What follows belongs to an exercise in optimizing a design on an open flow for small area and a short achievable clock period; a production flow would make more cautious choices.
The RTL was checked by simulation tests, not by an equivalence proof against the original design.

the previous run:
## data_memory_sized
module data_memory_sized #(
    parameter int DEPTH       = 32,
    parameter int ADDR_W      = 64,
    parameter int WAIT_CYCLES = 1
) (
    input  logic              clk,
    input  logic              reset,
    input  logic              req_valid,
    output logic              req_ready,
    input  logic              req_wr,
    input  logic [ADDR_W-1:0] req_addr,
    input  logic [1:0]        req_size,
    input  logic              req_unsigned,
    input  logic [63:0]       req_wdata,
    output logic              resp_valid,
    output logic [63:0]       resp_rdata,
    output logic              resp_err
);
    localparam int IDX_W = $clog2(DEPTH);
    logic idle_q, wait_q, exec_q, resp_q, busy_q;
    always_ff @(posedge clk or posedge reset) begin
        if (reset) begin
            idle_q <= 1'b1;
            wait_q <= 1'b0;
            exec_q <= 1'b0;
            resp_q <= 1'b0;
            busy_q <= 1'b0;
        end else begin
            idle_q <= ~(wait_q | exec_q | (idle_q & req_valid));
            wait_q <= idle_q & req_valid;
            exec_q <= wait_q;
            resp_q <= exec_q;
            busy_q <= wait_q | exec_q | (~busy_q & req_valid);
        end
    end
    assign req_ready  = ~busy_q;
    assign resp_valid = resp_q;
    logic [DEPTH-1:0][63:0] mem_q;
    logic [DEPTH-1:0]       vld_q;
    logic             mis_in;
    logic             oor_in;
    always_comb begin
        case (req_size)
            2'd1:    mis_in = req_addr[0];
            2'd2:    mis_in = |req_addr[1:0];
            2'd3:    mis_in = |req_addr[2:0];
            default: mis_in = 1'b0;
        endcase
    end
    assign oor_in = |req_addr[ADDR_W-1:IDX_W+3];
    logic [7:0] be_in;
    logic [3:0] keep_in;
    always_comb begin
        for (int j = 0; j < 8; j++) begin
            case (req_size)
                2'd0:    be_in[j] = (req_addr[2:0] == j[2:0]);
                2'd1:    be_in[j] = (req_addr[2:1] == j[2:1]);
                2'd2:    be_in[j] = (req_addr[2] == j[2]);
                default: be_in[j] = 1'b1;
            endcase
        end
  ...
For scale: about 4800 cells after synthesis, roughly 2500 flip-flops, roughly 200 I/O pins.
==> module data_memory_sized, before the edit <==
module data_memory_sized #(
    parameter int DEPTH       = 32,
    parameter int ADDR_W      = 64,
    parameter int WAIT_CYCLES = 1
) (
    input  logic              clk,
    input  logic              reset,
    input  logic              req_valid,
    output logic              req_ready,
    input  logic              req_wr,
    input  logic [ADDR_W-1:0] req_addr,
    input  logic [1:0]        req_size,
    input  logic              req_unsigned,
    input  logic [63:0]       req_wdata,
    output logic              resp_valid,
    output logic [63:0]       resp_rdata,
    output logic              resp_err
);
    localparam int IDX_W = $clog2(DEPTH);
    logic idle_q, wait_q, exec_q, resp_q, busy_q;
    always_ff @(posedge clk or posedge reset) begin
        if (reset) begin
            idle_q <= 1'b1;
            wait_q <= 1'b0;
            exec_q <= 1'b0;
            resp_q <= 1'b0;
            busy_q <= 1'b0;
        end else begin
            idle_q <= ~(wait_q | exec_q | (idle_q & req_valid));
            wait_q <= idle_q & req_valid;
            exec_q <= wait_q;
            resp_q <= exec_q;
            busy_q <= wait_q | exec_q | (~busy_q & req_valid);
        end
    end
    assign req_ready  = ~busy_q;
    assign resp_valid = resp_q;
    logic [DEPTH-1:0][63:0] mem_q;
    logic [DEPTH-1:0]       vld_q;
    logic             mis_in;
    logic             oor_in;
    always_comb begin
        case (req_size)
            2'd1:    mis_in = req_addr[0];
            2'd2:    mis_in = |req_addr[1:0];
            2'd3:    mis_in = |req_addr[2:0];
            default: mis_in = 1'b0;
        endcase
    end
    assign oor_in = |req_addr[ADDR_W-1:IDX_W+3];
    logic [7:0] be_in;
    logic [3:0] keep_in;
    always_comb begin
        for (int j = 0; j < 8; j++) begin
            case (req_size)
                2'd0:    be_in[j] = (req_addr[2:0] == j[2:0]);
                2'd1:    be_in[j] = (req_addr[2:1] == j[2:1]);
                2'd2:    be_in[j] = (req_addr[2] == j[2]);
                default: be_in[j] = 1'b1;
            endcase
        end
        for (int g = 0; g < 4; g++) begin
            keep_in[g] = ~(req_wr & be_in[2*g] & be_in[2*g+1]);
        end
    end
    logic [63:0]      wd1_q;
    logic [4*DEPTH-1:0] rsel1_q;      
    logic [IDX_W-1:0] idx1_q;
    logic [2:0]       off1_q;
    logic [1:0]       size1_q;
    logic             uns1_q;
    logic             wr1_q;
    logic             err1_q;
    always_ff @(posedge clk) begin
        wd1_q   <= req_wdata;
        off1_q  <= req_addr[2:0];
        size1_q <= req_size;
        uns1_q  <= req_unsigned;
        wr1_q   <= req_wr;
        err1_q  <= oor_in | mis_in;
        idx1_q  <= req_addr[IDX_W+2:3];
        for (int g = 0; g < 4; g++) begin
            for (int w = 0; w < DEPTH; w++) begin
                rsel1_q[g*DEPTH+w] <= (req_addr[IDX_W+2:3] == w[IDX_W-1:0]) & vld_q[w] & keep_in[g];
            end
        end
    end
    logic [DEPTH-1:0]       wsel_q;    
    logic [63:0]            m_q;       
    always_ff @(posedge clk or posedge reset) begin
        if (reset) begin
            vld_q <= '0;
        end else begin
            vld_q <= vld_q | wsel_q;
        end
    end
    always_ff @(posedge clk) begin
        for (int w = 0; w < DEPTH; w++) begin
            if (wsel_q[w]) begin
                mem_q[w] <= m_q;
            end
        end
    end
    logic [63:0] old;
    always_comb begin
        logic [63:0] acc;
        acc = 64'd0;
        for (int w = 0; w < DEPTH; w++) begin
            logic [63:0] word, rs;
            word = mem_q[w];
            for (int g = 0; g < 4; g++) rs[16*g +: 16] = {16{rsel1_q[g*DEPTH+w]}};
            acc = acc | (word & rs);
        end
        old = acc;
    end
    logic [63:0] merged;
    always_comb begin
        for (int j = 0; j < 8; j++) begin
            logic [2:0] src;
            logic       be;
            case (size1_q)
                2'd0:    begin src = 3'd0;           be = (off1_q == j[2:0]);      end
                2'd1:    begin src = {2'b00, j[0]};  be = (off1_q[2:1] == j[2:1]); end
                2'd2:    begin src = {1'b0, j[1:0]}; be = (off1_q[2] == j[2]);     end
                default: begin src = j[2:0];         be = 1'b1;                    end
            endcase
            merged[8*j +: 8] = (wr1_q && be) ? wd1_q[8*src +: 8] : old[8*j +: 8];
        end
    end
    logic [7:0] o8_q;      
    logic [3:0] o4_q;      
    logic       o2_q;      
    logic [1:0] size2_q;
    logic       uns2_q;
    logic       zero2_q;   
    logic       err2_q;
    always_ff @(posedge clk or posedge reset) begin
        if (reset) begin
            wsel_q <= '0;
        end else begin
            for (int w = 0; w < DEPTH; w++) begin
                wsel_q[w] <= wait_q & wr1_q & ~err1_q & (idx1_q == w[IDX_W-1:0]);
            end
        end
    end
    always_ff @(posedge clk) begin
        m_q     <= merged;
        for (int k = 0; k < 8; k++) o8_q[k] <= (off1_q == k[2:0]);
        for (int k = 0; k < 4; k++) o4_q[k] <= (off1_q[2:1] == k[1:0]);
        o2_q    <= off1_q[2];
        size2_q <= size1_q;
        uns2_q  <= uns1_q;
        zero2_q <= wr1_q | err1_q;
        err2_q  <= err1_q;
    end
    logic [63:0] loaded;
    always_comb begin
        logic [7:0] b0, b1, b2, b3, fill;
        logic       sgn;
        b0 = 8'd0;
        for (int k = 0; k < 8; k++) b0 = b0 | (m_q[8*k +: 8] & {8{o8_q[k]}});
        b1 = 8'd0;
        for (int k = 0; k < 4; k++) b1 = b1 | (m_q[16*k+8 +: 8] & {8{o4_q[k]}});
        b2 = o2_q ? m_q[55:48] : m_q[23:16];
        b3 = o2_q ? m_q[63:56] : m_q[31:24];
        case (size2_q)
            2'd0:    sgn = b0[7];
            2'd1:    sgn = b1[7];
            default: sgn = b3[7];
        endcase
        fill = (uns2_q || size2_q == 2'd3) ? 8'd0 : {8{sgn}};
        loaded[7:0]   = b0;
        loaded[15:8]  = (size2_q != 2'd0) ? b1 : fill;
        loaded[31:16] = size2_q[1] ? {b3, b2} : {fill, fill};
        loaded[63:32] = (size2_q == 2'd3) ? m_q[63:32] : {4{fill}};
        if (zero2_q) loaded = 64'd0;
    end
    logic [63:0] rdata_q;
    logic        rerr_q;
    always_ff @(posedge clk) begin
        rdata_q <= loaded;
        rerr_q  <= err2_q;
    end
    assign resp_rdata = rdata_q;
    assign resp_err   = rerr_q;
endmodule
export LEC_CHECK = 0
export CAP_MARGIN = 20
export CORE_MARGIN = 2
export CORE_UTILIZATION = 55
export CTS_CLUSTER_DIAMETER = 60
export CTS_CLUSTER_SIZE = 30
export PLACE_DENSITY = 0.65
export SETUP_SLACK_MARGIN = 3.4
export SLEW_MARGIN = 20
create_clock -name core_clock -period 5.5 [get_ports {clk}]
run.sh (not shown) runs the stock make flow with config.mk's settings and CLKGATE_MAP_FILE= SYNTH_SCRIPT=/design/flow/synth_recipe.tcl, a recipe that flattens the netlist after the stock synthesis.
Input changes introduced in the current run (baseline for comparison: the previous run):
--- a/flow/design.v
+++ b/flow/design.v
@@ -25,13 +25,13 @@
             exec_q <= 1'b0;
             resp_q <= 1'b0;
             busy_q <= 1'b0;
         end else begin
-            idle_q <= ~(wait_q | exec_q | (idle_q & req_valid));
+            idle_q <= resp_q | (idle_q & ~req_valid);
             wait_q <= idle_q & req_valid;
             exec_q <= wait_q;
             resp_q <= exec_q;
-            busy_q <= wait_q | exec_q | (~busy_q & req_valid);
+            busy_q <= ~resp_q & (busy_q | req_valid);
         end
     end
     assign req_ready  = ~busy_q;
     assign resp_valid = resp_q;
--- outcome ---
- When the current run is set beside the previous run, its clock buffer count turns out to be 5 larger.
- Comparing the previous run and the current run, the higher final critical path time including I/O delays and setup was measured on the current run.
- Going from the previous run to the current run, the pin count of the biggest net entering global routing was found to have gone down by 20.
- The current run ended up with a higher share of the yosys chip area belonging to registers than the previous run did.
- On synthesized area, the previous run and the current run are basically level.
- The previous run ended up with rdata_q[27]$_SDFF_PP0_ as its start point of the critical path; the current run ended up with rdata_q[2]$_SDFF_PP0_.
- Critical path depth came out exactly the same in the previous run and the current run.

[re-timing with driven ports]
Ports are ideal in the flow. The routed layouts listed here were re-timed in OpenROAD. Step 1: set_driving_cell puts a clkbuf_16 on clk and a buf_2 on each other input, an assumption about the parent block. Step 2 also shifts input and output timing later by t, the mid clock arrival at the registers, as if the neighbouring blocks saw the same clock. Three values: no drivers, after step 1, after step 2; two values: the first two.
run | shift t [ns] | setup WS [ns] | worst register clock-pin slew, ns | cell pins on the clock port's net
the previous run | 0.879 | 3.075 / 2.992 / 2.549 | 0.11 / 0.11 | 1
the current run | 0.883 | 3.014 / 2.934 / 2.590 | 0.11 / 0.11 | 1
After both steps setup and hold are still met in every run listed. The setup slack of the previous run, which loses most, moves by -0.083 ns with the drivers and by -0.526 ns with both steps.
